This is an optimization exercise on Yosys and OpenROAD, whose aim is small area, not a production implementation. The RTL was checked by simulation tests, not by an equivalence proof against the original design. Power and IR drop assume default switching activity.

**config.mk**
```make
export PLATFORM = sky130hd
export DESIGN_NAME = video_frame_top
export DESIGN_NICKNAME = video_frame_top
export VERILOG_FILES = /design/flow/design.v
export SDC_FILE = /design/flow/constraint.sdc
export NUM_CORES = 4
export LEC_CHECK = 0
export CAP_MARGIN = 20
export CORE_MARGIN = 2
export CORE_UTILIZATION = 40
export CTS_BUF_LIST = sky130_fd_sc_hd__clkbuf_8
export CTS_CLUSTER_DIAMETER = 60
export CTS_CLUSTER_SIZE = 18
export SLEW_MARGIN = 20
```
**design.v**
```verilog
localparam integer H_ACTIVE = 16;
localparam integer H_TOTAL  = 24;
localparam integer V_ACTIVE = 8;
localparam integer V_TOTAL  = 10;
localparam integer HSYNC_START = 18;
localparam integer HSYNC_END   = 21;
localparam integer VSYNC_LINE  = 9;
localparam integer HCOUNT_BITS = 5;
localparam integer VCOUNT_BITS = 4;
localparam integer PIXEL_BITS      = 8;
localparam integer PIXELS_PER_WORD = 4;
localparam integer WORD_BITS       = 36;
localparam integer PARITY_BITS     = WORD_BITS - PIXEL_BITS * PIXELS_PER_WORD;
localparam integer WORDS_PER_LINE  = 4;
localparam integer FRAME_WORDS     = 32;
localparam integer ADDR_BITS       = 5;
localparam integer PHASE_BITS   = 2;
localparam [1:0]   READ_PHASE   = 2'd0;
localparam [1:0]   WRITE_PHASE  = 2'd2;
localparam integer READ_LATENCY = 2;
`timescale 1ns/1ps
`default_nettype none
module raster_timing
(
   input wire        clk,
   input wire        rst_n,
   output reg  [4:0] raster_hcount,
   output reg  [3:0] raster_vcount,
   output wire       raster_hsync,
   output wire       raster_vsync,
   output wire       raster_blank
);
localparam integer H_ACTIVE = 16;
localparam integer H_TOTAL  = 24;
localparam integer V_ACTIVE = 8;
localparam integer V_TOTAL  = 10;
localparam integer HSYNC_START = 18;
localparam integer HSYNC_END   = 21;
localparam integer VSYNC_LINE  = 9;
localparam integer HCOUNT_BITS = 5;
localparam integer VCOUNT_BITS = 4;
localparam integer PIXEL_BITS      = 8;
localparam integer PIXELS_PER_WORD = 4;
localparam integer WORD_BITS       = 36;
localparam integer PARITY_BITS     = WORD_BITS - PIXEL_BITS * PIXELS_PER_WORD;
localparam integer WORDS_PER_LINE  = 4;
localparam integer FRAME_WORDS     = 32;
localparam integer ADDR_BITS       = 5;
localparam integer PHASE_BITS   = 2;
localparam [1:0]   READ_PHASE   = 2'd0;
localparam [1:0]   WRITE_PHASE  = 2'd2;
localparam integer READ_LATENCY = 2;
   wire h_last = (raster_hcount == H_TOTAL - 1);
   wire v_last = raster_vcount[3] & raster_vcount[0];
   always @(posedge clk or negedge rst_n)
   begin
      if (!rst_n)
      begin
         raster_hcount <= H_TOTAL - 1;
         raster_vcount <= 4'd15;
      end
      else if (h_last)
      begin
         raster_hcount <= {HCOUNT_BITS{1'b0}};
         raster_vcount <= v_last ? {VCOUNT_BITS{1'b0}} : raster_vcount + 1'b1;
      end
      else
         raster_hcount <= raster_hcount + 1'b1;
   end
   assign raster_hsync = (raster_hcount >= HSYNC_START) && (raster_hcount < HSYNC_END);
   assign raster_vsync = raster_vcount[3] & ~raster_vcount[1] & raster_vcount[0];
   assign raster_blank = raster_hcount[4] | raster_vcount[3];
endmodule
`default_nettype wire
`timescale 1ns/1ps
`default_nettype none
module pixel_packer
(
   input wire         clk,
   input wire         rst_n,
   input wire         pix_req,
   input wire  [7:0]  pix_data,
   input wire         pix_start,
   output reg         pix_ack,
   output reg  [4:0]  wr_addr,
   output reg  [31:0] wr_data
);
localparam integer H_ACTIVE = 16;
localparam integer H_TOTAL  = 24;
localparam integer V_ACTIVE = 8;
localparam integer V_TOTAL  = 10;
localparam integer HSYNC_START = 18;
localparam integer HSYNC_END   = 21;
localparam integer VSYNC_LINE  = 9;
localparam integer HCOUNT_BITS = 5;
localparam integer VCOUNT_BITS = 4;
localparam integer PIXEL_BITS      = 8;
localparam integer PIXELS_PER_WORD = 4;
localparam integer WORD_BITS       = 36;
localparam integer PARITY_BITS     = WORD_BITS - PIXEL_BITS * PIXELS_PER_WORD;
localparam integer WORDS_PER_LINE  = 4;
localparam integer FRAME_WORDS     = 32;
localparam integer ADDR_BITS       = 5;
localparam integer PHASE_BITS   = 2;
localparam [1:0]   READ_PHASE   = 2'd0;
localparam [1:0]   WRITE_PHASE  = 2'd2;
localparam integer READ_LATENCY = 2;
   reg  [23:0] part_q;
   reg  [1:0]  fill_q;
   reg         restart_q;
   wire [1:0]  fill_eff;
   wire [4:0]  addr_eff;
   wire        accept;
   wire        last_pix;
   assign accept   = pix_req & ~pix_ack;
   assign fill_eff = pix_start ? 2'd0 : fill_q;
   assign last_pix = (fill_eff == 2'd3);
   assign addr_eff = (pix_start | restart_q) ? 5'd0 : wr_addr + 1'b1;
   always @(posedge clk or negedge rst_n)
   begin
      if (!rst_n)
      begin
         pix_ack   <= 1'b0;
         fill_q    <= 2'd0;
         restart_q <= 1'b1;
      end
      else
      begin
         pix_ack <= pix_req;
         if (accept)
         begin
            fill_q    <= fill_eff + 1'b1;
            restart_q <= ~last_pix & (restart_q | pix_start);
         end
      end
   end
   always @(posedge clk)
   begin
      if (accept)
      begin
         part_q <= {pix_data, part_q[23:8]};
         if (last_pix)
         begin
            wr_addr <= addr_eff;
            wr_data <= {pix_data, part_q};
         end
      end
   end
endmodule
`default_nettype wire
`timescale 1ns/1ps
`default_nettype none
module frame_store
(
   input wire         clk,
   input wire  [4:0]  raster_hcount,
   input wire  [3:0]  raster_vcount,
   input wire  [4:0]  wr_addr,
   input wire  [31:0] wr_data,
   output wire [63:0] tap_data
);
   wire [3:0] phase_nx = {raster_hcount[3] ^ raster_vcount[0], raster_hcount[2:0]} + 1'b1;
   wire [7:0] wr_byte  = wr_data[8*phase_nx[1:0] +: 8];
   wire       grp_lo   = (phase_nx[2] == wr_addr[0]);
   wire       ins_0    = grp_lo & (phase_nx[3] == wr_addr[1]);
   wire       ins_8    = grp_lo & (phase_nx[3] != wr_addr[1]);
   genvar l;
   generate
      for (l = 0; l < 8; l = l + 1)
      begin : line
         reg  [127:0] ring_q;
         wire         sel = (wr_addr[4:2] == l);
         always @(posedge clk)
         begin
            ring_q[127:72] <= {ring_q[7:0], ring_q[127:80]};
            ring_q[71:64]  <= (sel & ins_8) ? wr_byte : ring_q[79:72];
            ring_q[63:8]   <= ring_q[71:16];
            ring_q[7:0]    <= (sel & ins_0) ? wr_byte : ring_q[15:8];
         end
         if (l % 2 == 0)
            assign tap_data[8*l +: 8] = ring_q[7:0];
         else
            assign tap_data[8*l +: 8] = ring_q[71:64];
      end
   endgenerate
endmodule
`default_nettype wire
`timescale 1ns/1ps
`default_nettype none
module scan_reader
(
   input wire  [3:0]  raster_vcount,
   input wire  [63:0] tap_data,
   output wire [7:0]  pix_out
);
   assign pix_out = tap_data[8*raster_vcount[2:0] +: 8];
endmodule
`default_nettype wire
`timescale 1ns/1ps
`default_nettype none
module video_frame_top
(
   input wire         clk,
   input wire         rst_n,
   input wire         pix_req,
   input wire  [7:0]  pix_data,
   input wire         pix_start,
   output wire        pix_ack,
   output wire [7:0]  pix_out,
   output wire        hsync_out,
   output wire        vsync_out,
   output wire        blank_out
);
   wire [4:0]  raster_hcount;
   wire [3:0]  raster_vcount;
   wire [4:0]  wr_addr;
   wire [31:0] wr_data;
   wire [63:0] tap_data;
   raster_timing raster_timing_inst (
      .clk           (clk),
      .rst_n         (rst_n),
      .raster_hcount (raster_hcount),
      .raster_vcount (raster_vcount),
      .raster_hsync  (hsync_out),
      .raster_vsync  (vsync_out),
      .raster_blank  (blank_out)
   );
   pixel_packer pixel_packer_inst (
      .clk       (clk),
      .rst_n     (rst_n),
      .pix_req   (pix_req),
      .pix_data  (pix_data),
      .pix_start (pix_start),
      .pix_ack   (pix_ack),
      .wr_addr   (wr_addr),
      .wr_data   (wr_data)
   );
   frame_store frame_store_inst (
      .clk           (clk),
      .raster_hcount (raster_hcount),
      .raster_vcount (raster_vcount),
      .wr_addr       (wr_addr),
      .wr_data       (wr_data),
      .tap_data      (tap_data)
   );
   scan_reader scan_reader_inst (
      .raster_vcount (raster_vcount),
      .tap_data      (tap_data),
      .pix_out       (pix_out)
   );
endmodule
`default_nettype wire
```
**constraint.sdc**
```tcl
create_clock -name core_clock -period 10.0 [get_ports {clk}]
set_input_delay 2.0000 -clock core_clock [delete_from_list [all_inputs] [get_ports {clk}]]
set_output_delay 2.0000 -clock core_clock [all_outputs]
set_load 0.01 [all_outputs]
```
**run.sh**
```bash
#!/bin/bash
# synth_recipe.tcl (not shown) runs the flow's synth.tcl, then flattens the netlist and writes it again
# the make line also repeats each setting of config.mk as NAME=value (left out here)
make -C /OpenROAD-flow-scripts/flow DESIGN_CONFIG=/design/flow/config.mk WORK_HOME=/design/flow/orfs CLKGATE_MAP_FILE= SYNTH_SCRIPT=/design/flow/synth_recipe.tcl finish
```
==> run_results.csv, run 1 <==
group,metric,value,unit
sta,finalSetupTns,0,ns
cts,cts_buffers,71,
worst_setup_path,arrival,3.10,ns
worst_setup_path,cp.required,8.00,ns
cts,clock_path_buffers,3,
detailed_routing,drtPass1Iterations,4,
power_and_ir_drop,p_leak,0.0109,uW
cts,cts-root-buf,"clkbuf_8",
floorplan,dieArea,0.0659,sq mm
floorplan,rows,92,
min_path,holdPathEnd,"frame_store_inst.line[7].ring_q[18]",
yosys,ys_seq_elements,1098,
cells_and_area,fin_util,44.2,%
job,drv_cap,0,
cells_and_area,final_common_cell,"dfxtp_1",
yosys,yosysSeqAreaShare,88.8,%
global_routing,antenna_found_initial,2,
detailed_routing,vias,9416,
sta,slew_headroom,43.5,%
global_routing,grt_use_met1,16.4,%
yosys,avgSynthCellArea,18.7,sq um
yosys,synth_area_leaders,"dfxtp_1 (80%), edfxtp_1 (7.2%), mux2_2 (5.9%), mux4_2 (2.1%), dfstp_2 (0.93%)",
yosys,synth_cells,1367,
sta,tightest_slew,0.848,ns
yosys,synth_edf_count,61,
cells_and_area,drive_gt1_share,18.6,%
min_path,hp-start,"frame_store_inst.line[7].ring_q[26]",
floorplan,initial_utilization,40.5,%
detailed_routing,ant_nets,0,
placement,numPortBuffers,23,
floorplan,die_y,257,um
yosys,syn_area,0.0255,sq mm
yosys,synth_warnings,3,
sta,clock_skew,0.0252,ns
floorplan,die_w,257,um
yosys,synthesis.nets,1384,
placement,dp_hpwl,20900,um
cts,cts_hold_buf,0,
floorplan,core,0.0631,sq mm
power_and_ir_drop,powerDensity,232,mW/mm^2
power_and_ir_drop,total_power,6450,uW
yosys,synth_area_leader_cell,"dfxtp_1",
cells_and_area,final_cell_mix,"dfxtp_1 (1,024), mux2_2 (134), clkbuf_8 (74)",
sta,rsz0062_at_grt,"no",
cts,clk_pin_slew_worst_paths,0.10,ns
cts,ctsResizeCount,0,
sta,hold_viol,0,
cells_and_area,area_growth,9.12,%
global_routing,grt_pass1_vias,9502,
sta,slew_viol_final,0,
worst_setup_path,end_kind,"output port",
detailed_routing,avgRoutedWirePerCell,15.4,um
worst_setup_path,cp-startpoint,"raster_timing_inst.raster_vcount[0]",
yosys,synthArstFlopShare,1.18,%
cts,htree_levels,3,
placement,place.gp.congestion,0.702,
cts,cts_tree,"done",
worst_setup_path,timing.rr.start,"raster_timing_inst.raster_vcount[0]",
global_routing,grt_max_degree,39,
min_path,hold_depth,0,
worst_setup_path,crit_fanout,21,
global_routing,grtUsageTotal,11.1,%
cells_and_area,multi_input_area,0.00277,sq mm
min_path,hp-class,"reg -> reg",
worst_setup_path,crit_type,"reg -> out",
cts,clkLatencyLatePin,0.66,ns
cts,clkSinkCount,1098,
cells_and_area,fillers,5541,
yosys,synth_ff_type,"dfxtp_1",
detailed_routing,vias_per_cell,4.09,
cts,postCtsSetupRepairBufs,0,
cells_and_area,antenna-diode-count,0,
detailed_routing,routed_wl,35400,um
worst_setup_path,rr_worst_depth,4,
yosys,synth_cell_types,38,
worst_setup_path,start_kind,"flip-flop",
sta,timing.final.crit_period,5.10,ns
cells_and_area,ff_latch_area,0.0227,sq mm
global_routing,use_met3,3.31,%
detailed_routing,remaining_drc_errors,0,
worst_setup_path,r2r_end,"frame_store_inst.line[5].ring_q[5]",
sta,finalSetupViolations,0,
detailed_routing,detailedRoute.firstIterationViolations,400,
cells_and_area,finalNetCount,1459,
global_routing,grt_overflow,0,
floorplan,io_pins,24,
yosys,yosys.area.top_type_share,80.3,%
global_routing,grt_pass1_wl,55000,um
worst_setup_path,ff2ff_setup_slack,6.62,ns
global_routing,grt.busiest_layer,"met1",
sta,fin_crit_sh,51.0,%
run_status,status,"finished clean",
sta,timing.fmax,0.196,GHz
global_routing,grt_use_met2,15.3,%
power_and_ir_drop,vdd_ir_drop_max,125,uV
## stage by stage
stage	setup slack [ns]	instances	hold slack, ns	area, sq um
finish	4.90	2301	0.318	27900
global route	4.71	2301	0.311	27900
CTS	4.76	2301	0.319	27900
detailed placement	5.53	2215	0.312	26700
global placement	5.57	2215	0.310	26700
floorplan	5.63	1367	0.310	25500
## state kept, by name, summed over array words and instances, names as in the netlist
| name | cells |
|---|---|
| frame_store_inst.line.ring_q | 1024 |
| pixel_packer_inst.wr_addr | 5 |
| pixel_packer_inst.part_q | 24 |
| pixel_packer_inst.wr_data | 32 |
| pixel_packer_inst.pix_ack | 1 |
| pixel_packer_inst.fill_q | 2 |
| raster_timing_inst.raster_hcount | 5 |
| pixel_packer_inst.restart_q | 1 |
| raster_timing_inst.raster_vcount | 4 |
## cells by family (layout without fill, tap and decap cells)
group           Yosys count  count (layout)  synth area share (%)
mux                     162             162                  8.20
buf+inv                  24             112                 0.377
flops                  1098            1098                  88.8
simple gates             55              55                  1.46
xor+xnor                  7               7                 0.358
compound gates           16              16                 0.564
fa+ha+maj                 5               5                 0.245
## cells in the mapped netlist (2+ instances only)
cell type and count:
edfxtp_1 61, or2_2 3, a21oi_4 3, clkbuf_1 18
xor3_1 2, dfstp_2 9, dfxtp_1 1024, nor2_1 5
nand3_1 9, nand2_1 11, o21ai_0 2, and2_1 2
xor2_1 4, mux2_1 3, ha_1 5, nor3_4 4
o21ai_2 4, mux2_2 134, dfrtp_1 4, and4bb_2 2
nor3_1 6, mux4_2 24, nor3b_1 2, a21oi_1 3
buf_2 5, nor2b_1 4, or4b_4 3
## worst max path at each step
stage	endpoint	slack, ns	cells past startpoint
2_1_floorplan	pixel_packer_inst.wr_addr[0]	5.63	3
3_3_place_gp	pix_out[3]	5.57	3
3_5_place_dp	pix_out[2]	5.53	3
4_1_cts	pix_out[2]	4.76	3
5_1_grt	pix_out[2]	4.71	3
6_report	pix_out[2]	4.90	3
## worst max-delay path, cell delays in order, from the launching register on
cell and delay, ns:
dfstp_2 1.03, mux4_2 0.62, mux2_2 0.31, clkdlybuf4s50_1 0.50
## metal layers
| metal | wire [um] | vias to the layer above | part of all wire (%) |
|---|---|---|---|
| met2 | 14400 | 131 | 41 |
| met1 | 18400 | 4622 | 52 |
| li1 | - | 4597 | - |
| met4 | 828 | 0 | 2.3 |
| met5 | 0 | - | 0 |
| met3 | 1800 | 66 | 5.1 |
## power breakdown
part | total [uW] | internal (uW) | switching [uW]
sequential | 4500 | 4480 | 21.4
clock | 1910 | 705 | 1210
combinational | 40.1 | 19.6 | 20.5
total | 6450 | 5210 | 1250
## layout make-up
type                            instances  share of cell area (%)
Clock buffer                           74                    3.66
Tap cell                              846                    3.80
Sequential cell                      1098                    81.4
Timing Repair Buffer                   25                   0.880
Clock inverter                         12                   0.346
Inverter                                1                  0.0135
Multi-Input combinational cell        245                    9.93
==> inputs of run 2 (changes only) <==
--- a/config.mk
+++ b/config.mk
@@ -7,8 +7,8 @@
 export LEC_CHECK = 0
 export CAP_MARGIN = 20
 export CORE_MARGIN = 2
-export CORE_UTILIZATION = 40
+export CORE_UTILIZATION = 60
 export CTS_BUF_LIST = sky130_fd_sc_hd__clkbuf_8
 export CTS_CLUSTER_DIAMETER = 60
-export CTS_CLUSTER_SIZE = 18
+export CTS_CLUSTER_SIZE = 22
 export SLEW_MARGIN = 20
==> run 2 against run 1 <==
Net effect:
- first-iteration DRC count rose by 18%
- sequential share of layout area increased by 2.0 points
- clock power shrank 12%
- critical endpoint is now pix_out[3]
- synthesized area unchanged
- setup slack lost 0.037 ns
- largest cell class unchanged
- via count down 2.2%
==> run_results.csv, run 2 <==
group,metric,value,unit
cts,cts_buffers,56,
placement,numPortBuffers,23,
detailed_routing,vias,9212,
sta,tightest_slew,0.817,ns
power_and_ir_drop,p_leak,0.0108,uW
sta,finalSetupViolations,0,
cells_and_area,final_cell_mix,"dfxtp_1 (1,024), mux2_2 (134), edfxtp_1 (61)",
sta,timing.final.crit_period,5.14,ns
cts,clock_path_buffers,3,
worst_setup_path,crit_type,"reg -> out",
worst_setup_path,end_kind,"output port",
global_routing,grt_overflow,0,
yosys,syn_area,0.0255,sq mm
cells_and_area,final_area,0.0272,sq mm
floorplan,die_w,210,um
yosys,synth_xor_area_share,0.358,%
yosys,synth_commonest_cells,"dfxtp_1 (1,024), mux2_2 (134), edfxtp_1 (61), mux4_2 (24), clkbuf_1 (18)",
floorplan,rows,75,
global_routing,grt_use_met1,23.4,%
floorplan,die_y,210,um
yosys,ys_seq_elements,1098,
yosys,yosys.area.top_type_share,80.3,%
global_routing,grt_pass1_vias,9065,
cells_and_area,drive_gt1_share,17.6,%
cts,clkSinkCount,1098,
yosys,synth_top_family_by_area,"multiplexers",
detailed_routing,ant_nets,0,
cts,cts_tree,"done",
yosys,synth_cell_types,38,
min_path,hp-start,"frame_store_inst.line[7].ring_q[115]",
sta,slew_viol_final,0,
worst_setup_path,crit_fanout,21,
power_and_ir_drop,vdd_ir_drop_max,163,uV
sta,rsz0062_at_grt,"no",
yosys,synth-adder-area-share,0.245,%
floorplan,initial_utilization,60.9,%
cts,clkLatencyLatePin,0.68,ns
sta,slew_headroom,45.5,%
yosys,synth_cells,1367,
detailed_routing,routed_wl,34200,um
yosys,muxShareOfSynthArea,8.20,%
min_path,hp-class,"reg -> reg",
yosys,synth_area_leader_cell,"dfxtp_1",
cts,cts_hold_buf,0,
floorplan,core,0.0419,sq mm
placement,place.gp.congestion,0.690,
cts,cts-root-buf,"clkbuf_8",
yosys,synthesis.nets,1384,
cts,htree_levels,2,
min_path,hold_depth,0,
yosys,synth_area_leaders,"dfxtp_1 (80%), edfxtp_1 (7.2%), mux2_2 (5.9%), mux4_2 (2.1%), dfstp_2 (0.93%)",
yosys,synth.most_common_cell,"dfxtp_1",
cells_and_area,area_growth,6.54,%
global_routing,grt_max_degree,33,
global_routing,grt_use_met2,23.7,%
sta,finalSetupTns,0,ns
yosys,synth-compound-area-share,0.564,%
cells_and_area,largest_reg_flops,1024,
sta,clock_skew,0.0253,ns
detailed_routing,drtPass1Iterations,4,
cells_and_area,ff_latch_area,0.0227,sq mm
worst_setup_path,timing.rr.start,"raster_timing_inst.raster_vcount[0]",
power_and_ir_drop,powerDensity,229,mW/mm^2
sta,holdWs,0.318,ns
sta,hold_viol,0,
cells_and_area,reg_top3,"frame_store_inst.line.ring_q: 1024 flops, pixel_packer_inst.wr_data: 32 flops, pixel_packer_inst.part_q: 24 flops",
floorplan,io_pins,24,
placement,place_area,0.0264,sq mm
cells_and_area,multi_input_area,0.00277,sq mm
run_status,status,"finished clean",
detailed_routing,detailedRoute.firstIterationViolations,473,
cells_and_area,final_common_cell,"dfxtp_1",
cells_and_area,finalNetCount,1444,
global_routing,grt_pass1_wl,51800,um
cts,postCtsSetupRepairBufs,0,
placement,dp_hpwl,20100,um
yosys,avgSynthCellArea,18.7,sq um
floorplan,dieArea,0.0442,sq mm
worst_setup_path,cp-startpoint,"raster_timing_inst.raster_vcount[0]",
worst_setup_path,arrival,3.14,ns
cts,ctsResizeCount,0,
global_routing,grtUsageTotal,15.9,%
job,drv_cap,0,
detailed_routing,vias_per_cell,4.67,
detailed_routing,remaining_drc_errors,0,
global_routing,antenna_found_initial,0,
sta,fin_crit_sh,51.4,%
worst_setup_path,rr_worst_depth,4,
yosys,synth_ff_type,"dfxtp_1",
yosys,synthArstFlopShare,1.18,%
global_routing,use_met3,2.80,%
detailed_routing,avgRoutedWirePerCell,17.3,um
global_routing,grt.busiest_layer,"met2",
worst_setup_path,cp.required,8.00,ns
yosys,synth_warnings,3,
cts,clk_pin_slew_worst_paths,0.12,ns
sta,timing.fmax,0.194,GHz
worst_setup_path,start_kind,"flip-flop",
cells_and_area,antenna-diode-count,0,
yosys,synth_edf_count,61,
cells_and_area,top_register,"frame_store_inst.line.ring_q",
yosys,yosysSeqAreaShare,88.8,%
yosys,synthSimpleGateAreaFrac,1.46,%
cells_and_area,fillers,2973,
## run 2: cell counts after synthesis
No cell type changed its count.
## run 2: cell families after synthesis
family / after synthesis
buffers and inverters: 24
xor gates and xnor gates: 7
AOI/OAI and AO/OA: 16
DFF: 1098
and+or+nand+nor: 55
adders and majority gates: 5
muxes: 162
## run 2: worst max-delay path, stage by stage (launching register included)
cell	delay, ns
dfstp_2	1.03
mux4_2	0.60
mux2_2	0.32
clkdlybuf4s50_1	0.50
## run 2: final timing paths
kind | end | slack [ns]
min in group asynchronous | pixel_packer_inst.pix_ack | 1.70
worst max-delay path | pix_out[3] | 4.86
max in group asynchronous | pixel_packer_inst.fill_q[0] | 7.87
worst min register to register | frame_store_inst.line[7].ring_q[107] | 0.32
worst min-delay path | frame_store_inst.line[7].ring_q[107] | 0.32
worst max register to register | frame_store_inst.line[7].ring_q[71] | 6.59
## run 2: per-layer routing
layer,vias to the layer above,share of wire [%]
met1,4491,51
met2,104,43
met4,0,2.6
met5,-,0
li1,4560,-
met3,57,3.3
## run 2: final cells by class
cell class	count	area share, %
multi-input combinational	245	10.2
timing repair buffer	25	0.902
inverter	1	0.0138
clock buffer	58	2.94
tap	539	2.48
clock inverter	7	0.152
sequential	1098	83.4
## run 2: where the power goes
group	internal, uW	switching, uW	total, uW	leakage, uW
Combinational	19.6	20.0	39.5	0.00124
Clock	532	1160	1690	0.000452
Sequential	4480	20.8	4510	0.00907
Total	5040	1200	6240	0.0108
## run 2: stage by stage
step	instances	utilization [%]	setup WS, ns	total power, uW
after global placement	1908	62.8	5.56	4640
after CTS	1973	64.8	4.76	6320
final	1973	64.8	4.86	6240
after global routing	1973	64.8	4.71	6480
after detailed placement	1908	62.8	5.56	4650
after floorplan	1367	-	5.63	4620
==> inputs of run 3 (changes only) <==
--- a/config.mk
+++ b/config.mk
@@ -7,8 +7,8 @@
 export LEC_CHECK = 0
 export CAP_MARGIN = 20
 export CORE_MARGIN = 2
-export CORE_UTILIZATION = 60
-export CTS_BUF_LIST = sky130_fd_sc_hd__clkbuf_8
-export CTS_CLUSTER_DIAMETER = 60
-export CTS_CLUSTER_SIZE = 22
+export CORE_UTILIZATION = 40
+export CTS_BUF_LIST = sky130_fd_sc_hd__clkbuf_4
+export CTS_CLUSTER_DIAMETER = 40
+export CTS_CLUSTER_SIZE = 10
 export SLEW_MARGIN = 20
==> run 3 against run 2 <==
Net effect:
- first-iteration DRC count decreased by 23%
- critical path depth unchanged
- flip-flop and latch count unchanged
- critical endpoint is now pix_out[2]
- register-to-register slack got worse by 0.05 ns
- still clean on timing, DRC and antenna
- clock skew increased by 0.012 ns
- final area increased by 3.4%
- clock power increased by 27%
- final cell count increased by 21%
- sequential power about the same
==> run_results.csv, run 3 <==
group,metric,value,unit
global_routing,grt_overflow,0,
run_status,status,"finished clean",
sta,tightest_slew,0.844,ns
worst_setup_path,path_delay_family,"flip-flops",
floorplan,rows,92,
yosys,synthesis.nets,1384,
worst_setup_path,crit_fanout,21,
cts,clk_pin_slew_worst_paths,0.12,ns
cts,clkLatencyLatePin,0.86,ns
cts,cts-root-buf,"clkbuf_4",
floorplan,initial_utilization,40.5,%
cts,cts_tree,"done",
yosys,syn_area,0.0255,sq mm
cells_and_area,drive_gt1_share,23.2,%
sta,timing.final.crit_period,5.31,ns
detailed_routing,remaining_drc_errors,0,
yosys,synth_warnings,3,
yosys,yosysSeqAreaShare,88.8,%
global_routing,antenna_found_initial,3,
placement,numPortBuffers,23,
worst_setup_path,start_kind,"flip-flop",
global_routing,grt_pass1_vias,10100,
power_and_ir_drop,intPower,5380,uW
sta,finalSetupTns,0,ns
placement,pre_cts_ws,5.53,ns
yosys,synth_commonest_cells,"dfxtp_1 (1,024), mux2_2 (134), edfxtp_1 (61), mux4_2 (24), clkbuf_1 (18)",
yosys,synth_ff_type,"dfxtp_1",
worst_setup_path,slowest_delay,1.04,ns
worst_setup_path,crit_buf_inv,1,
cts,clkSinkCount,1098,
global_routing,grt_pass1_wl,56600,um
power_and_ir_drop,p_sw,1300,uW
floorplan,die_w,257,um
detailed_routing,drtPass1Iterations,4,
detailed_routing,ant_nets,0,
sta,slew_headroom,43.7,%
yosys,synth_cells,1367,
worst_setup_path,arrival,3.31,ns
cells_and_area,largest_reg_flops,1024,
cells_and_area,top_register,"frame_store_inst.line.ring_q",
cells_and_area,final_common_cell,"dfxtp_1",
worst_setup_path,cp_slowest_cell,"dfstp_2",
worst_setup_path,cp.required,8.00,ns
sta,slew_viol_final,0,
cells_and_area,final_cell_mix,"dfxtp_1 (1,024), clkbuf_4 (151), mux2_2 (134)",
global_routing,grt_max_degree,39,
detailed_routing,avgRoutedWirePerCell,15.1,um
cts,ctsResizeCount,0,
sta,rsz0062_at_grt,"no",
yosys,synth_edf_count,61,
sta,clock_skew,0.0377,ns
placement,placed_cells,2215,
cells_and_area,area_growth,10.2,%
yosys,synth_area_leader_cell,"dfxtp_1",
sta,fin_crit_sh,53.1,%
cts,cts_hold_buf,0,
power_and_ir_drop,powerDensity,238,mW/mm^2
power_and_ir_drop,vdd_ir_drop_max,122,uV
cells_and_area,reg_top3,"frame_store_inst.line.ring_q: 1024 flops, pixel_packer_inst.wr_data: 32 flops, pixel_packer_inst.part_q: 24 flops",
placement,dp_hpwl,20900,um
floorplan,die_y,257,um
cells_and_area,fin_util,44.6,%
sta,finalSetupViolations,0,
yosys,synthArstFlopShare,1.18,%
power_and_ir_drop,power.share.sequential,67.4,%
worst_setup_path,crit_type,"reg -> out",
cells_and_area,stdcell_count,2384,
yosys,yosys.area.top_type_share,80.3,%
detailed_routing,vias,9781,
power_and_ir_drop,clock_power_share,32.0,%
detailed_routing,vias_per_cell,4.10,
cells_and_area,finalNetCount,1518,
detailed_routing,routed_wl,36000,um
yosys,avgSynthCellArea,18.7,sq um
detailed_routing,detailedRoute.firstIterationViolations,365,
placement,place.gp.congestion,0.702,
cts,postCtsSetupRepairBufs,0,
floorplan,io_pins,24,
sta,holdWs,0.304,ns
worst_setup_path,end_kind,"output port",
min_path,hp-class,"reg -> reg",
power_and_ir_drop,p_comb_share,0.6,%
cts,cts_buffers,130,
worst_setup_path,path_cells,"mux4_2, mux2_2, clkdlybuf4s50_1",
sta,setup_slack,4.69,ns
sta,hold_viol,0,
global_routing,grtUsageTotal,11.4,%
job,drv_cap,0,
cts,clock_path_buffers,3,
power_and_ir_drop,p_leak,0.0111,uW
yosys,synth_area_leaders,"dfxtp_1 (80%), edfxtp_1 (7.2%), mux2_2 (5.9%), mux4_2 (2.1%), dfstp_2 (0.93%)",
yosys,ys_seq_elements,1098,
sta,timing.fmax,0.188,GHz
floorplan,core,0.0631,sq mm
floorplan,dieArea,0.0659,sq mm
cts,htree_levels,4,
yosys,synth.most_common_cell,"dfxtp_1",
power_and_ir_drop,sw_frac_of_total,19.5,%
yosys,synth_cell_types,38,
## run 3: changes by cell type in the layout (fill, tap and decap cells not counted)
| cell | change |
|---|---|
| clkbuf_4 | +151 |
| clkbuf_8 | -58 |
| bufinv_16 | +7 |
| inv_1 | -4 |
| clkinv_1 | +3 |
| clkinv_2 | +3 |
| inv_2 | +3 |
| inv_6 | -2 |
| clkinv_4 | -1 |
| clkinvlp_4 | +1 |
| diode_2 | +1 |
## run 3: path summary, 6_finish.rpt
check                                                       to  depth (start not counted)                           startpoint  slack (ns)
setup / recovery                                    pix_out[2]                          3  raster_timing_inst.raster_vcount[0]        4.69
hold / removal             frame_store_inst.line[6].ring_q[50]                          0  frame_store_inst.line[6].ring_q[58]        0.30
setup reg to reg            frame_store_inst.line[7].ring_q[1]                          4  raster_timing_inst.raster_vcount[0]        6.54
hold reg to reg            frame_store_inst.line[6].ring_q[50]                          0  frame_store_inst.line[6].ring_q[58]        0.30
max in group asynchronous  raster_timing_inst.raster_vcount[3]                          1                                rst_n        8.06
min in group asynchronous          pixel_packer_inst.fill_q[1]                          1                                rst_n        1.53
## run 3: through the flow
stage	instance area, sq um	total power (uW)
3_5_place_dp	26700	4650
2_1_floorplan	25500	4620
6_report	28100	6690
3_3_place_gp	26700	4640
4_1_cts	28100	6790
5_1_grt	28100	6990
## run 3: worst register-to-register path, stage by stage (launching register included)
cell,delay (ns)
dfstp_2,1.04
xor3_1,0.66
nand2_1,0.41
nand3_1,0.71
mux2_2,0.52
## run 3: area by class of cell
cell class,count,area (sq um)
antenna,1,2.50
clock buffer,151,1130
multi-input combinational,245,2770
clock inverter,17,255
timing repair buffer,25,245
tap,846,1060
inverter,1,3.75
sequential,1098,22700
fill,5572,34900
## run 3: routing by layer
| layer | vias up | GRT usage [%] | routed length (um) |
|---|---|---|---|
| met4 | 0 | 4.44 | 772 |
| li1 | 4797 | - | - |
| met3 | 71 | 4.01 | 2370 |
| met1 | 4720 | 16.3 | 18100 |
| met2 | 193 | 15.6 | 14700 |
| met5 | - | 0 | 0 |
## run 3: cells by family after synthesis
kind of cell	Yosys count	share of synthesized area, %
mux	162	8.20
fa+ha+maj	5	0.245
compound gates	16	0.564
xor+xnor	7	0.358
flops	1098	88.8
buf+inv	24	0.377
simple gates	55	1.46
## run 3: power by group through the flow
stage / Sequential, uW / Combinational (uW) / Clock, uW
final: 4500 / 40.0 / 2140
after floorplan: 4600 / 23.9 / 0
after global placement: 4600 / 39.6 / 0
after detailed placement: 4610 / 40.9 / 0
after CTS: 4510 / 41.1 / 2250
after global routing: 4510 / 43.9 / 2430
==> inputs of run 4 (changes only) <==
--- a/config.mk
+++ b/config.mk
@@ -8,7 +8,4 @@
 export CAP_MARGIN = 20
 export CORE_MARGIN = 2
 export CORE_UTILIZATION = 40
-export CTS_BUF_LIST = sky130_fd_sc_hd__clkbuf_4
-export CTS_CLUSTER_DIAMETER = 40
-export CTS_CLUSTER_SIZE = 10
 export SLEW_MARGIN = 20
==> run 4 against run 3 <==
Net effect:
- clock skew down 0.016 ns
- synthesized cell count did not move
- non-clock buffer count unchanged
- critical endpoint is now pix_out[5]
==> run_results.csv, run 4 <==
group,metric,value,unit
cells_and_area,largest_reg_flops,1024,
cells_and_area,drive_gt1_share,22.6,%
sta,tightest_slew,0.838,ns
yosys,synth_cell_types,38,
yosys,ys_seq_elements,1098,
yosys,synth_top_family_by_area,"multiplexers",
global_routing,grt_pass1_wl,57300,um
global_routing,grt_overflow,0,
placement,dp_hpwl,20900,um
worst_setup_path,r2r_end,"frame_store_inst.line[7].ring_q[3]",
detailed_routing,drtPass1Iterations,4,
sta,holdWs,0.307,ns
floorplan,dieArea,0.0659,sq mm
yosys,synth_area_leaders,"dfxtp_1 (80%), edfxtp_1 (7.2%), mux2_2 (5.9%), mux4_2 (2.1%), dfstp_2 (0.93%)",
placement,numPortBuffers,23,
worst_setup_path,crit_end,"pix_out[5]",
detailed_routing,ant_nets,0,
yosys,yosysSeqAreaShare,88.8,%
yosys,synth-compound-area-share,0.564,%
detailed_routing,detailedRoute.firstIterationViolations,430,
cts,htree_levels,3,
yosys,synth-adder-area-share,0.245,%
cts,clkLatencyLatePin,0.63,ns
cells_and_area,antenna-diode-count,0,
worst_setup_path,timing.rr.start,"raster_timing_inst.raster_vcount[0]",
cells_and_area,reg_top3,"frame_store_inst.line.ring_q: 1024 flops, pixel_packer_inst.wr_data: 32 flops, pixel_packer_inst.part_q: 24 flops",
yosys,synth_ff_type,"dfxtp_1",
worst_setup_path,rr_worst_depth,4,
cells_and_area,final_cell_mix,"dfxtp_1 (1,024), mux2_2 (134), clkbuf_16 (97)",
floorplan,core,0.0631,sq mm
worst_setup_path,end_kind,"output port",
worst_setup_path,cp-startpoint,"raster_timing_inst.raster_vcount[0]",
sta,clock_skew,0.0213,ns
worst_setup_path,start_kind,"flip-flop",
yosys,synth_area_leader_cell,"dfxtp_1",
detailed_routing,remaining_drc_errors,0,
worst_setup_path,crit_type,"reg -> out",
worst_setup_path,cp.required,8.00,ns
worst_setup_path,crit_fanout,21,
sta,rsz0062_at_grt,"no",
detailed_routing,vias,9749,
sta,setup_slack,4.94,ns
yosys,syn_area,0.0255,sq mm
cts,clkSinkCount,1098,
floorplan,die_y,257,um
yosys,synth_xor_area_share,0.358,%
power_and_ir_drop,vdd_ir_drop_max,143,uV
power_and_ir_drop,powerDensity,273,mW/mm^2
sta,timing.fmax,0.198,GHz
cells_and_area,final_common_cell,"dfxtp_1",
global_routing,antenna_found_initial,2,
cells_and_area,finalNetCount,1481,
power_and_ir_drop,p_leak,0.0119,uW
placement,pre_cts_ws,5.53,ns
cts,ctsResizeCount,0,
floorplan,rows,92,
sta,fin_crit_sh,50.6,%
cts,clock_path_buffers,3,
sta,slew_headroom,44.2,%
yosys,synthesis.nets,1384,
detailed_routing,avgRoutedWirePerCell,15.4,um
yosys,synth.most_common_cell,"dfxtp_1",
yosys,muxShareOfSynthArea,8.20,%
cells_and_area,area_growth,17.2,%
floorplan,die_w,257,um
sta,timing.final.crit_period,5.06,ns
detailed_routing,routed_wl,36600,um
global_routing,grt_pass1_vias,9948,
cts,cts_tree,"done",
yosys,avgSynthCellArea,18.7,sq um
cts,cts-root-buf,"clkbuf_16",
yosys,synthSimpleGateAreaFrac,1.46,%
yosys,yosys.area.top_type_share,80.3,%
floorplan,initial_utilization,40.5,%
yosys,synth_commonest_cells,"dfxtp_1 (1,024), mux2_2 (134), edfxtp_1 (61), mux4_2 (24), clkbuf_1 (18)",
power_and_ir_drop,total_power,8170,uW
global_routing,grt_max_degree,39,
cts,cts_hold_buf,0,
sta,finalSetupTns,0,ns
run_status,status,"finished clean",
sta,hold_viol,0,
yosys,synth_edf_count,61,
yosys,synthArstFlopShare,1.18,%
cts,cts_buffers,93,
detailed_routing,vias_per_cell,4.09,
sta,finalSetupViolations,0,
placement,place.gp.congestion,0.702,
yosys,synth_cells,1367,
global_routing,grtUsageTotal,11.5,%
job,drv_cap,0,
floorplan,io_pins,24,
cells_and_area,top_register,"frame_store_inst.line.ring_q",
sta,slew_viol_final,0,
worst_setup_path,arrival,3.06,ns
cts,clk_pin_slew_worst_paths,0.07,ns
cts,postCtsSetupRepairBufs,0,
min_path,hp-class,"reg -> reg",
worst_setup_path,ff2ff_setup_slack,6.57,ns
yosys,synth_warnings,3,
==> run 4: cell counts after synthesis <==
No cell type changed its count.
==> run 4: area by class of cell <==
class                           instances  area [sq um]
Clock buffer                          132          2770
Multi-Input combinational cell        245          2770
Inverter                                1          3.75
Timing Repair Buffer                   25           245
Fill cell                            5339         33200
Tap cell                              846          1060
Clock inverter                         37           398
Sequential cell                      1098         22700
==> run 4: critical path: stages, from the launching register on <==
cell	delay (ns)
dfstp_2	1.02
mux4_2	0.61
mux2_2	0.31
clkdlybuf4s50_1	0.48
==> run 4: per-stage QoR <==
stage | instances | utilization [%] | instance area (sq um)
floorplan | 1367 | - | 25500
global placement | 2215 | 42.4 | 26700
detailed placement | 2215 | 42.4 | 26700
CTS | 2384 | 47.4 | 29900
global route | 2384 | 47.4 | 29900
finish | 2384 | 47.4 | 29900
==> run 4: kinds of logic after synthesis <==
logic type	Yosys count
flops	1098
mux	162
simple gates	55
buf+inv	24
compound gates	16
xor+xnor	7
fa+ha+maj	5
==> run 4: worst min-delay path by stage <==
stage | from | to | slack [ns] | cells past startpoint
final | frame_store_inst.line[3].ring_q[59] | frame_store_inst.line[3].ring_q[51] | 0.31 | 0
after global routing | frame_store_inst.line[2].ring_q[19] | frame_store_inst.line[2].ring_q[11] | 0.32 | 0
after CTS | frame_store_inst.line[2].ring_q[115] | frame_store_inst.line[2].ring_q[107] | 0.31 | 0
after detailed placement | frame_store_inst.line[2].ring_q[67] | frame_store_inst.line[2].ring_q[59] | 0.31 | 0
after global placement | frame_store_inst.line[1].ring_q[3] | frame_store_inst.line[1].ring_q[123] | 0.31 | 0
after floorplan | frame_store_inst.line[0].ring_q[108] | frame_store_inst.line[0].ring_q[100] | 0.31 | 0
==> run 4: routing by layer <==
layer | up-vias | share of wire [%] | global-route usage, %
met5 | - | 0 | 0
met4 | 0 | 3.0 | 4.33
met3 | 99 | 5.4 | 3.05
met2 | 166 | 41 | 16.1
met1 | 4760 | 51 | 16.9
li1 | 4724 | - | -
==> run 4: power by group <==
group	switching, uW	total (uW)	internal, uW
Clock	1500	3620	2120
Combinational	20.4	40.0	19.6
Sequential	21.6	4510	4490
==> inputs of run 5 (changes only) <==
--- a/config.mk
+++ b/config.mk
@@ -7,5 +7,8 @@
 export LEC_CHECK = 0
 export CAP_MARGIN = 20
 export CORE_MARGIN = 2
-export CORE_UTILIZATION = 40
+export CORE_UTILIZATION = 60
+export CTS_BUF_LIST = sky130_fd_sc_hd__clkbuf_16
+export CTS_CLUSTER_DIAMETER = 80
+export CTS_CLUSTER_SIZE = 34
 export SLEW_MARGIN = 20
==> run 5 against run 4 <==
Net effect:
- still clean on timing, DRC and antenna
- setup slack improved by 0.021 ns
- non-clock buffer count did not move
- fmax rose by 0.42%
- critical path depth did not move
- die area fell by 33%
- synthesized area did not move
- sequential share of layout area rose by 6.7 points
- global-route usage rose by 4.3 points
- final area fell by 8.2%
- critical path type unchanged
- largest cell class unchanged
==> run_results.csv, run 5 <==
group,metric,value,unit
run_status,status,"finished clean",
cts,clock_path_buffers,3,
cells_and_area,final_area,0.0275,sq mm
cts,cts_hold_buf,0,
yosys,synth_xor_area_share,0.358,%
worst_setup_path,end_kind,"output port",
worst_setup_path,r2r_end,"frame_store_inst.line[7].ring_q[71]",
worst_setup_path,crit_type,"reg -> out",
yosys,synth_top_family_by_area,"multiplexers",
cts,cts_tree,"done",
yosys,synth_warnings,3,
detailed_routing,avgRoutedWirePerCell,17.4,um
floorplan,die_w,210,um
worst_setup_path,rr_worst_depth,4,
floorplan,die_y,210,um
cts,clk_pin_slew_worst_paths,0.11,ns
cells_and_area,top_register,"frame_store_inst.line.ring_q",
power_and_ir_drop,vdd_ir_drop_max,169,uV
cts,clkLatencyLatePin,0.59,ns
worst_setup_path,timing.rr.start,"raster_timing_inst.raster_vcount[0]",
cells_and_area,finalNetCount,1427,
yosys,synth_area_leader_cell,"dfxtp_1",
yosys,synth_commonest_cells,"dfxtp_1 (1,024), mux2_2 (134), edfxtp_1 (61), mux4_2 (24), clkbuf_1 (18)",
yosys,synth.most_common_cell,"dfxtp_1",
placement,dp_hpwl,20100,um
worst_setup_path,slowest_delay,1.03,ns
cells_and_area,largest_reg_flops,1024,
placement,place.gp.congestion,0.690,
sta,fin_crit_sh,50.4,%
yosys,synthArstFlopShare,1.18,%
yosys,muxShareOfSynthArea,8.20,%
floorplan,io_pins,24,
sta,finalSetupTns,0,ns
placement,place_area,0.0264,sq mm
worst_setup_path,start_kind,"flip-flop",
placement,numPortBuffers,23,
sta,timing.final.crit_period,5.04,ns
yosys,synthSimpleGateAreaFrac,1.46,%
global_routing,grt_max_degree,35,
detailed_routing,routed_wl,34100,um
worst_setup_path,cp_slowest_cell,"dfstp_2",
yosys,synth_cell_types,38,
detailed_routing,vias,9197,
yosys,yosys.area.top_type_share,80.3,%
cts,htree_levels,2,
min_path,hp-class,"reg -> reg",
worst_setup_path,arrival,3.04,ns
cts,cts_buffers,39,
worst_setup_path,ff2ff_setup_slack,6.61,ns
cells_and_area,reg_top3,"frame_store_inst.line.ring_q: 1024 flops, pixel_packer_inst.wr_data: 32 flops, pixel_packer_inst.part_q: 24 flops",
cts,cts-root-buf,"clkbuf_16",
power_and_ir_drop,p_leak,0.0109,uW
floorplan,initial_utilization,60.9,%
sta,rsz0062_at_grt,"no",
yosys,synth-compound-area-share,0.564,%
global_routing,antenna_found_initial,0,
job,drv_cap,0,
detailed_routing,vias_per_cell,4.71,
global_routing,grt_pass1_vias,8917,
worst_setup_path,cp.required,8.00,ns
cells_and_area,fillers,2921,
yosys,syn_area,0.0255,sq mm
yosys,synth_edf_count,61,
global_routing,grt_overflow,0,
yosys,yosysSeqAreaShare,88.8,%
sta,slew_headroom,46.8,%
yosys,ys_seq_elements,1098,
detailed_routing,remaining_drc_errors,0,
yosys,synth_cells,1367,
yosys,synthesis.nets,1384,
cts,clkSinkCount,1098,
sta,tightest_slew,0.798,ns
cells_and_area,area_growth,7.59,%
min_path,holdPathEnd,"frame_store_inst.line[6].ring_q[111]",
cts,postCtsSetupRepairBufs,0,
sta,hold_viol,0,
cts,ctsResizeCount,0,
detailed_routing,detailedRoute.firstIterationViolations,531,
sta,clock_skew,0.0187,ns
floorplan,core,0.0419,sq mm
cells_and_area,fin_util,65.5,%
yosys,synth-adder-area-share,0.245,%
worst_setup_path,path_cells,"mux4_2, mux2_2, clkdlybuf4s50_1",
sta,finalSetupViolations,0,
floorplan,rows,75,
global_routing,grt_pass1_wl,51600,um
detailed_routing,drtPass1Iterations,4,
cells_and_area,final_cell_mix,"dfxtp_1 (1,024), mux2_2 (134), edfxtp_1 (61)",
yosys,avgSynthCellArea,18.7,sq um
min_path,hold_depth,0,
global_routing,grtUsageTotal,15.8,%
sta,slew_viol_final,0,
sta,timing.fmax,0.198,GHz
detailed_routing,ant_nets,0,
cells_and_area,antenna-diode-count,0,
worst_setup_path,crit_fanout,21,
cells_and_area,drive_gt1_share,16.8,%
floorplan,dieArea,0.0442,sq mm
cells_and_area,final_common_cell,"dfxtp_1",
yosys,synth_area_leaders,"dfxtp_1 (80%), edfxtp_1 (7.2%), mux2_2 (5.9%), mux4_2 (2.1%), dfstp_2 (0.93%)",
yosys,synth_ff_type,"dfxtp_1",
power_and_ir_drop,powerDensity,237,mW/mm^2
min_path,hp-start,"frame_store_inst.line[6].ring_q[119]",
[run 5: report_power, final]
group | total, uW | switching (uW) | internal, uW
clock | 1960 | 1200 | 762
combinational | 39.4 | 19.9 | 19.5
sequential | 4510 | 21.1 | 4480
[run 5: worst max-delay path by stage]
| stage | startpoint | end | slack [ns] | depth (start not counted) |
|---|---|---|---|---|
| after global routing | raster_timing_inst.raster_vcount[0] | pix_out[3] | 4.83 | 3 |
| after floorplan | pix_req | pixel_packer_inst.wr_addr[0] | 5.63 | 3 |
| after detailed placement | raster_timing_inst.raster_vcount[0] | pix_out[4] | 5.56 | 3 |
| after CTS | raster_timing_inst.raster_vcount[0] | pix_out[3] | 4.89 | 3 |
| final | raster_timing_inst.raster_vcount[0] | pix_out[3] | 4.96 | 3 |
| after global placement | raster_timing_inst.raster_vcount[0] | pix_out[5] | 5.56 | 3 |
[run 5: layout make-up]
| type | count | area, sq um | share of cell area [%] |
|---|---|---|---|
| Sequential cell | 1098 | 22700 | 82.5 |
| Clock inverter | 5 | 82.6 | 0.301 |
| Inverter | 1 | 3.75 | 0.0137 |
| Multi-Input combinational cell | 245 | 2770 | 10.1 |
| Clock buffer | 41 | 1030 | 3.74 |
| Tap cell | 539 | 674 | 2.46 |
| Timing Repair Buffer | 25 | 245 | 0.893 |
[run 5: cells by family after synthesis]
family                     Yosys count
xor gates and xnor gates             7
DFF                               1098
and+or+nand+nor                     55
buffers and inverters               24
adders and majority gates            5
muxes                              162
AOI/OAI and AO/OA                   16
[run 5: critical path, delay by kind of cell (launching register included)]
kind / cells / cell delay [ns]
flops: 1 / 1.03
mux: 2 / 0.92
buf+inv: 1 / 0.49
[run 5: per-stage QoR]
stage | power [uW] | setup WS (ns) | cells | hold WS [ns]
2_1_floorplan | 4620 | 5.63 | 1367 | 0.310
3_3_place_gp | 4640 | 5.56 | 1908 | 0.310
3_5_place_dp | 4650 | 5.56 | 1908 | 0.312
4_1_cts | 6580 | 4.89 | 1954 | 0.318
5_1_grt | 6730 | 4.83 | 1954 | 0.312
6_report | 6510 | 4.96 | 1954 | 0.315
[run 5: per-layer routing]
layer	track usage [%]	part of all wire, %	vias up	routed length [um]
li1	-	-	4532	-
met1	23.6	52	4512	17600
met2	23.6	42	97	14400
met3	2.49	3.4	56	1150
met4	5.89	2.7	0	932
met5	0	0	-	0
==> inputs of run 6 (changes only) <==
--- a/config.mk
+++ b/config.mk
@@ -7,8 +7,9 @@
 export LEC_CHECK = 0
 export CAP_MARGIN = 20
 export CORE_MARGIN = 2
-export CORE_UTILIZATION = 60
-export CTS_BUF_LIST = sky130_fd_sc_hd__clkbuf_16
-export CTS_CLUSTER_DIAMETER = 80
-export CTS_CLUSTER_SIZE = 34
+export CORE_UTILIZATION = 75
+export CTS_BUF_LIST = sky130_fd_sc_hd__clkbuf_8
+export CTS_CLUSTER_DIAMETER = 50
+export CTS_CLUSTER_SIZE = 20
+export PLACE_DENSITY = 0.85
 export SLEW_MARGIN = 20
==> run 6 against run 5 <==
Net effect:
- fmax shrank 2.5%
- count of clock-buffer cells in the layout grew 20
- setup slack lost 0.13 ns
- first-iteration DRC count shrank 18%
- flip-flop and latch count is the same
- synthesized cell count is the same
- synthesized area is the same
- die area shrank 20%
- hold slack lost 0.0020 ns
- largest power group unchanged
- global-route usage grew 6.3 points
==> run_results.csv, run 6 <==
group,metric,value,unit
worst_setup_path,end_kind,"output port",
power_and_ir_drop,total_power,6320,uW
placement,place.gp.congestion,0.733,
yosys,yosys.area.top_type_share,80.3,%
floorplan,rows,67,
cells_and_area,final_common_cell,"dfxtp_1",
detailed_routing,avgRoutedWirePerCell,20.1,um
global_routing,grt_overflow,0,
worst_setup_path,rr_worst_depth,5,
floorplan,io_pins,24,
sta,finalSetupViolations,0,
cells_and_area,finalNetCount,1449,
cts,cts_hold_buf,0,
floorplan,core,0.0335,sq mm
cts,clkSinkCount,1098,
min_path,hp-class,"reg -> reg",
yosys,muxShareOfSynthArea,8.20,%
cts,clk_pin_slew_worst_paths,0.11,ns
run_status,status,"finished clean",
global_routing,antenna_found_initial,1,
yosys,synth_area_leader_cell,"dfxtp_1",
worst_setup_path,ff2ff_setup_slack,6.60,ns
power_and_ir_drop,vdd_ir_drop_max,186,uV
worst_setup_path,cp.required,8.00,ns
detailed_routing,drtPass1Iterations,7,
yosys,synthesis.nets,1384,
sta,rsz0062_at_grt,"no",
yosys,synth_commonest_cells,"dfxtp_1 (1,024), mux2_2 (134), edfxtp_1 (61), mux4_2 (24), clkbuf_1 (18)",
yosys,avgSynthCellArea,18.7,sq um
cells_and_area,fillers,1560,
detailed_routing,ant_nets,0,
cells_and_area,area_growth,6.46,%
job,drv_cap,0,
cells_and_area,ff_latch_area,0.0227,sq mm
worst_setup_path,arrival,3.17,ns
cells_and_area,final_cell_mix,"dfxtp_1 (1,024), mux2_2 (134), clkbuf_8 (61), edfxtp_1 (61), mux4_2 (24)",
sta,timing.final.crit_period,5.17,ns
cells_and_area,reg_top3,"frame_store_inst.line.ring_q: 1024 flops, pixel_packer_inst.wr_data: 32 flops, pixel_packer_inst.part_q: 24 flops",
global_routing,grt_pass1_vias,10100,
detailed_routing,routed_wl,38000,um
cells_and_area,multi_input_area,0.00277,sq mm
placement,numPortBuffers,23,
sta,hold_viol,0,
global_routing,grt_max_degree,39,
worst_setup_path,start_kind,"flip-flop",
yosys,synth_warnings,3,
yosys,synthArstFlopShare,1.18,%
cts,cts_tree,"done",
detailed_routing,vias,9428,
floorplan,die_y,188,um
sta,timing.fmax,0.193,GHz
cts,postCtsSetupRepairBufs,0,
yosys,yosysSeqAreaShare,88.8,%
global_routing,grtUsageTotal,22.1,%
cells_and_area,largest_reg_flops,1024,
cts,clkLatencyLatePin,0.67,ns
yosys,synth_xor_area_share,0.358,%
cells_and_area,drive_gt1_share,17.8,%
worst_setup_path,crit_type,"reg -> out",
floorplan,dieArea,0.0355,sq mm
sta,finalSetupTns,0,ns
detailed_routing,remaining_drc_errors,0,
sta,slew_viol_final,0,
cells_and_area,top_register,"frame_store_inst.line.ring_q",
detailed_routing,detailedRoute.firstIterationViolations,437,
floorplan,initial_utilization,76.1,%
yosys,synth_ff_type,"dfxtp_1",
cts,clock_path_buffers,3,
yosys,synth-compound-area-share,0.564,%
cts,htree_levels,2,
yosys,synth_top_family_by_area,"multiplexers",
placement,dp_hpwl,22800,um
sta,clock_skew,0.0338,ns
yosys,synth-adder-area-share,0.245,%
yosys,ys_seq_elements,1098,
yosys,syn_area,0.0255,sq mm
detailed_routing,vias_per_cell,4.99,
yosys,synth_area_leaders,"dfxtp_1 (80%), edfxtp_1 (7.2%), mux2_2 (5.9%), mux4_2 (2.1%), dfstp_2 (0.93%)",
yosys,synth_cell_types,38,
yosys,synth_cells,1367,
global_routing,grt_pass1_wl,57500,um
floorplan,die_w,188,um
cts,ctsResizeCount,0,
sta,tightest_slew,0.922,ns
sta,slew_headroom,38.5,%
yosys,synthSimpleGateAreaFrac,1.46,%
yosys,synth_edf_count,61,
sta,fin_crit_sh,51.7,%
yosys,synth.most_common_cell,"dfxtp_1",
cts,cts_buffers,61,
cts,cts-root-buf,"clkbuf_8",
power_and_ir_drop,powerDensity,233,mW/mm^2
power_and_ir_drop,p_leak,0.0108,uW
worst_setup_path,crit_fanout,21,
min_path,hold_depth,0,
cells_and_area,antenna-diode-count,0,
run 6: kinds of logic after synthesis:
family | count (synthesis)
AOI/OAI and AO/OA | 16
xor gates and xnor gates | 7
adders and majority gates | 5
buffers and inverters | 24
DFF | 1098
muxes | 162
and+or+nand+nor | 55
run 6: report_power, final:
part	internal, uW	switching, uW	leakage (uW)	total (uW)
registers	4480	24.3	0.00907	4510
clock network	598	1180	0.000515	1780
logic	19.9	21.2	0.00124	41.1
total	5100	1220	0.0108	6320
run 6: critical path, cell delays in order (launching register included):
cell and delay [ns]:
dfstp_2 1.06, mux4_2 0.63, mux2_2 0.31, clkdlybuf4s50_1 0.49
run 6: worst paths after layout:
kind                                                  endpoint                           startpoint
max                                                 pix_out[3]  raster_timing_inst.raster_vcount[0]
min                        frame_store_inst.line[5].ring_q[91]  frame_store_inst.line[5].ring_q[99]
max reg2reg                frame_store_inst.line[0].ring_q[66]  raster_timing_inst.raster_hcount[0]
min reg2reg                frame_store_inst.line[5].ring_q[91]  frame_store_inst.line[5].ring_q[99]
max in group asynchronous          pixel_packer_inst.fill_q[0]                                rst_n
min in group asynchronous            pixel_packer_inst.pix_ack                                rst_n
run 6: area by class of cell:
type / count / share of cell area (%)
well taps: 448 / 2.06
inverters: 1 / 0.0138
multi-input cells: 245 / 10.2
flip-flops and latches: 1098 / 83.4
repair buffers: 25 / 0.902
clock inverters: 11 / 0.345
clock buffers: 61 / 3.09
run 6: metrics by stage:
step                instances  hold slack [ns]  setup WS, ns  utilization [%]  instance area [sq um]
floorplan                1367            0.310          5.63                -                  25500
global placement         1817            0.310          5.57             78.3                  26200
detailed placement       1817            0.312          5.53             78.3                  26200
global route             1889            0.307          4.72             81.0                  27200
CTS                      1889            0.309          4.75             81.0                  27200
finish                   1889            0.313          4.83             81.0                  27200
run 6: layer usage:
layer / global-route usage [%] / share of wire [%] / wire length (um) / up-vias
li1: - / - / - / 4578
met1: 29.8 / 46 / 17300 / 4588
met2: 36.8 / 48 / 18200 / 180
met3: 4.17 / 3.7 / 1410 / 80
met4: 7.09 / 2.6 / 970 / 2
met5: 0 / 0.034 / 13 / -
==> inputs of run 7 (changes only) <==
--- a/design.v
+++ b/design.v
@@ -170,17 +170,28 @@
       begin : line
          reg  [127:0] ring_q;
          wire         sel = (wr_addr[4:2] == l);
-         always @(posedge clk)
-         begin
-            ring_q[127:72] <= {ring_q[7:0], ring_q[127:80]};
-            ring_q[71:64]  <= (sel & ins_8) ? wr_byte : ring_q[79:72];
-            ring_q[63:8]   <= ring_q[71:16];
-            ring_q[7:0]    <= (sel & ins_0) ? wr_byte : ring_q[15:8];
-         end
          if (l % 2 == 0)
+         begin : even
+            always @(posedge clk)
+            begin
+               ring_q[127:72] <= {ring_q[7:0], ring_q[127:80]};
+               ring_q[71:64]  <= (sel & ins_8) ? wr_byte : ~ring_q[79:72];
+               ring_q[63:8]   <= ring_q[71:16];
+               ring_q[7:0]    <= (sel & ins_0) ? ~wr_byte : ~ring_q[15:8];
+            end
             assign tap_data[8*l +: 8] = ring_q[7:0];
+         end
          else
+         begin : odd
+            always @(posedge clk)
+            begin
+               ring_q[127:72] <= {ring_q[7:0], ring_q[127:80]};
+               ring_q[71:64]  <= (sel & ins_8) ? ~wr_byte : ~ring_q[79:72];
+               ring_q[63:8]   <= ring_q[71:16];
+               ring_q[7:0]    <= (sel & ins_0) ? wr_byte : ~ring_q[15:8];
+            end
             assign tap_data[8*l +: 8] = ring_q[71:64];
+         end
       end
    endgenerate
 endmodule
@@ -193,7 +204,7 @@
    input wire  [63:0] tap_data,
    output wire [7:0]  pix_out
 );
-   assign pix_out = tap_data[8*raster_vcount[2:0] +: 8];
+   assign pix_out = ~tap_data[8*raster_vcount[2:0] +: 8];
 endmodule
 `default_nettype wire
 `timescale 1ns/1ps
--- a/config.mk
+++ b/config.mk
@@ -7,9 +7,8 @@
 export LEC_CHECK = 0
 export CAP_MARGIN = 20
 export CORE_MARGIN = 2
-export CORE_UTILIZATION = 75
+export CORE_UTILIZATION = 40
 export CTS_BUF_LIST = sky130_fd_sc_hd__clkbuf_8
-export CTS_CLUSTER_DIAMETER = 50
-export CTS_CLUSTER_SIZE = 20
-export PLACE_DENSITY = 0.85
+export CTS_CLUSTER_DIAMETER = 60
+export CTS_CLUSTER_SIZE = 18
 export SLEW_MARGIN = 20
==> run 7 against run 6 <==
Net effect:
- final cell count grew 24%
- clock power up 4%
- register-to-register slack lost 0.18 ns
- wire length down 0.94%
- count of clock-buffer cells in the layout is 10 higher
- largest cell class unchanged
- still clean
- clock skew is 0.0084 ns lower
- global-route usage shrank 10 points
- final area is 2.2% higher
- sequential power hardly changed
- first-iteration DRC count grew 6.2%
- flip-flop and latch count stayed put
==> run_results.csv, run 7 <==
group,metric,value,unit
worst_setup_path,crit_type,"reg -> out",
yosys,avgSynthCellArea,18.3,sq um
sta,slew_headroom,19.7,%
worst_setup_path,r2r_end,"frame_store_inst.line[6].ring_q[1]",
sta,finalSetupViolations,0,
worst_setup_path,cp_slowest_cell,"dfstp_2",
cts,cts_buffers,70,
yosys,synth.most_common_cell,"dfxtp_1",
sta,timing.final.crit_period,5.28,ns
cells_and_area,largest_reg_flops,1024,
placement,place.gp.congestion,0.701,
global_routing,grtUsageTotal,11.6,%
yosys,yosysSeqAreaShare,88.9,%
cts,postCtsSetupRepairBufs,0,
detailed_routing,ant_nets,0,
yosys,yosys.area.top_type_share,80.4,%
run_status,status,"finished clean",
power_and_ir_drop,powerDensity,230,mW/mm^2
sta,rsz0062_at_grt,"no",
yosys,syn_area,0.0255,sq mm
global_routing,grt_pass1_vias,9703,
detailed_routing,routed_wl,37600,um
yosys,synthArstFlopShare,1.18,%
cts,clkLatencyLatePin,0.66,ns
job,drv_cap,0,
power_and_ir_drop,total_power,6400,uW
global_routing,antenna_found_initial,3,
sta,timing.fmax,0.190,GHz
detailed_routing,detailedRoute.firstIterationViolations,464,
detailed_routing,remaining_drc_errors,0,
worst_setup_path,path_delay_family,"flip-flops",
cts,cts_tree,"done",
sta,fin_crit_sh,52.8,%
yosys,synth_warnings,3,
worst_setup_path,arrival,3.28,ns
yosys,synth_area_leaders,"dfxtp_1 (80%), edfxtp_1 (7.2%), mux2i_1 (5.7%), mux4_2 (1.4%), dfstp_2 (0.93%)",
worst_setup_path,crit_fanout,21,
cts,clock_path_buffers,3,
cells_and_area,reg_top3,"frame_store_inst.line.ring_q: 1024 flops, pixel_packer_inst.wr_data: 32 flops, pixel_packer_inst.part_q: 24 flops",
min_path,hp-start,"frame_store_inst.line[1].ring_q[21]",
yosys,synth_edf_count,61,
cells_and_area,final_cell_mix,"dfxtp_1 (1,024), mux2i_1 (145), clkbuf_8 (71)",
global_routing,grt_max_degree,39,
detailed_routing,avgRoutedWirePerCell,16.1,um
worst_setup_path,crit_buf_inv,1,
yosys,synth_area_leader_cell,"dfxtp_1",
sta,slew_viol_final,0,
yosys,ys_seq_elements,1098,
detailed_routing,vias,9636,
yosys,synth_cells,1396,
cts,htree_levels,3,
cells_and_area,drive_gt1_share,8.93,%
sta,finalSetupTns,0,ns
worst_setup_path,end_kind,"output port",
floorplan,rows,92,
floorplan,initial_utilization,40.4,%
cells_and_area,top_register,"frame_store_inst.line.ring_q",
detailed_routing,vias_per_cell,4.13,
cells_and_area,final_area,0.0278,sq mm
sta,clock_skew,0.0254,ns
yosys,synthesis.nets,1413,
floorplan,io_pins,24,
floorplan,die_w,257,um
global_routing,grt_pass1_wl,56900,um
worst_setup_path,timing.rr.start,"raster_timing_inst.raster_vcount[0]",
worst_setup_path,ff2ff_setup_slack,6.42,ns
cts,clk_pin_slew_worst_paths,0.12,ns
min_path,holdPathEnd,"frame_store_inst.line[1].ring_q[13]",
placement,place_area,0.0267,sq mm
sta,hold_viol,0,
cts,ctsResizeCount,0,
sta,tightest_slew,1.20,ns
cts,cts_hold_buf,0,
yosys,synth_commonest_cells,"dfxtp_1 (1,024), mux2i_1 (145), edfxtp_1 (61), nand2_1 (18), mux4_2 (16)",
detailed_routing,drtPass1Iterations,4,
floorplan,core,0.0631,sq mm
cells_and_area,final_common_cell,"dfxtp_1",
cells_and_area,finalNetCount,1493,
worst_setup_path,slowest_delay,1.08,ns
placement,dp_hpwl,22100,um
cts,clkSinkCount,1098,
power_and_ir_drop,p_leak,0.0109,uW
cts,cts-root-buf,"clkbuf_8",
yosys,synth_ff_type,"dfxtp_1",
cells_and_area,area_growth,8.93,%
yosys,synth_cell_types,47,
power_and_ir_drop,vdd_ir_drop_max,137,uV
worst_setup_path,cp.required,8.00,ns
min_path,hp-class,"reg -> reg",
min_path,hold_depth,0,
placement,numPortBuffers,23,
floorplan,die_y,257,um
worst_setup_path,rr_worst_depth,4,
floorplan,dieArea,0.0658,sq mm
global_routing,grt_overflow,0,
worst_setup_path,path_cells,"mux4_2, mux2i_1, clkdlybuf4s50_1",
worst_setup_path,start_kind,"flip-flop",
run 7: cell count changes in the layout (fill, tap and decap cells not counted), moves of 3 or more:
| cell | change |
|---|---|
| o21a_1 | +8 |
| clkbuf_8 | +10 |
| mux2_2 | -125 |
| mux2_1 | -3 |
| inv_1 | +5 |
| mux2i_1 | +144 |
| mux4_2 | -8 |
| o21ai_1 | +7 |
| nand2_1 | +7 |
run 7: logic make-up (layout without fill, tap and decap cells):
group,after synthesis,in the layout,synth area share (%)
buf+inv,19,112,0.348
other cells,0,1,0
simple gates,64,64,1.57
flops,1098,1098,88.9
mux,170,170,7.50
compound gates,32,32,1.02
xor+xnor,8,8,0.446
fa+ha+maj,5,5,0.245
run 7: layout make-up:
| cell class | count | area [sq um] |
|---|---|---|
| Timing Repair Buffer | 26 | 260 |
| Sequential cell | 1098 | 22700 |
| Clock inverter | 14 | 56.3 |
| Inverter | 1 | 3.75 |
| Fill cell | 5620 | 35300 |
| Multi-Input combinational cell | 279 | 2760 |
| Tap cell | 846 | 1060 |
| Antenna cell | 1 | 2.50 |
| Clock buffer | 71 | 977 |
run 7: worst max path at each step:
stage / start / to / slack, ns / cells past startpoint
floorplan: pix_req / pixel_packer_inst.wr_addr[0] / 5.63 / 3
global placement: raster_timing_inst.raster_vcount[0] / pix_out[3] / 5.33 / 3
detailed placement: raster_timing_inst.raster_vcount[0] / pix_out[3] / 5.34 / 3
CTS: raster_timing_inst.raster_vcount[0] / pix_out[3] / 4.57 / 3
global route: raster_timing_inst.raster_vcount[0] / pix_out[3] / 4.51 / 3
finish: raster_timing_inst.raster_vcount[0] / pix_out[3] / 4.72 / 3
run 7: per-stage QoR:
| step | std cells | hold slack [ns] | utilization, % | worst slack (ns) |
|---|---|---|---|---|
| 5_1_grt | 2336 | 0.325 | 44.0 | 4.51 |
| 4_1_cts | 2335 | 0.322 | 44.0 | 4.57 |
| 2_1_floorplan | 1396 | 0.310 | - | 5.63 |
| 6_report | 2336 | 0.322 | 44.0 | 4.72 |
| 3_5_place_dp | 2250 | 0.312 | 42.4 | 5.34 |
| 3_3_place_gp | 2249 | 0.310 | 42.4 | 5.33 |
run 7: metal layers:
| layer | vias up | wire (um) | global-route usage [%] |
|---|---|---|---|
| li1 | 4711 | - | - |
| met1 | 4703 | 19200 | 16.7 |
| met2 | 146 | 15600 | 16.7 |
| met3 | 72 | 1650 | 3.20 |
| met4 | 4 | 1110 | 4.15 |
| met5 | - | 22 | 0 |
run 7: report_power, final:
group	total [uW]	internal [uW]	leakage (uW)	switching (uW)
clock network	1860	651	0.000580	1210
logic	39.8	17.0	0.00116	22.8
registers	4500	4480	0.00918	21.1
total	6400	5150	0.0109	1250

-- afterwards: timing with drivers on the ports --
How much do the figures lean on ideal ports? The routed layouts below were timed once more, with nothing changed but the port constraints.
Step 1 assumes that a clkbuf_16 drives the clock port and a buf_2 every other input.
Step 2, shift: input delay + t, output delay - t, t = (earliest + latest rising clock arrival at the registers) / 2. This alone moves slack from input paths to output paths.
Slacks: ideal / step 1 / step 2; pairs: ideal / step 1.
run | t (ns) | setup WS [ns] | worst setup path at the end | latest minus earliest clock arrival (ns) | worst data-port slew with drivers (ns)
run 1 | 0.701 | 4.896 / 4.842 / 5.543 | register to output | 0.031 / 0.032 | 0.03
run 2 | 0.726 | 4.858 / 4.804 / 5.530 | register to output | 0.029 / 0.030 | 0.04
run 3 | 0.883 | 4.689 / 4.637 / 5.520 | register to output | 0.051 / 0.052 | 0.03
run 4 | 0.677 | 4.937 / 4.880 / 5.557 | register to output | 0.022 / 0.022 | 0.03
run 5 | 0.641 | 4.958 / 4.904 / 5.545 | register to output | 0.027 / 0.028 | 0.04
run 6 | 0.708 | 4.827 / 4.777 / 5.485 | register to output | 0.045 / 0.045 | 0.04
run 7 | 0.703 | 4.723 / 4.671 / 5.374 | register to output | 0.028 / 0.028 | 0.08
After both steps setup and hold are still met in every run listed.
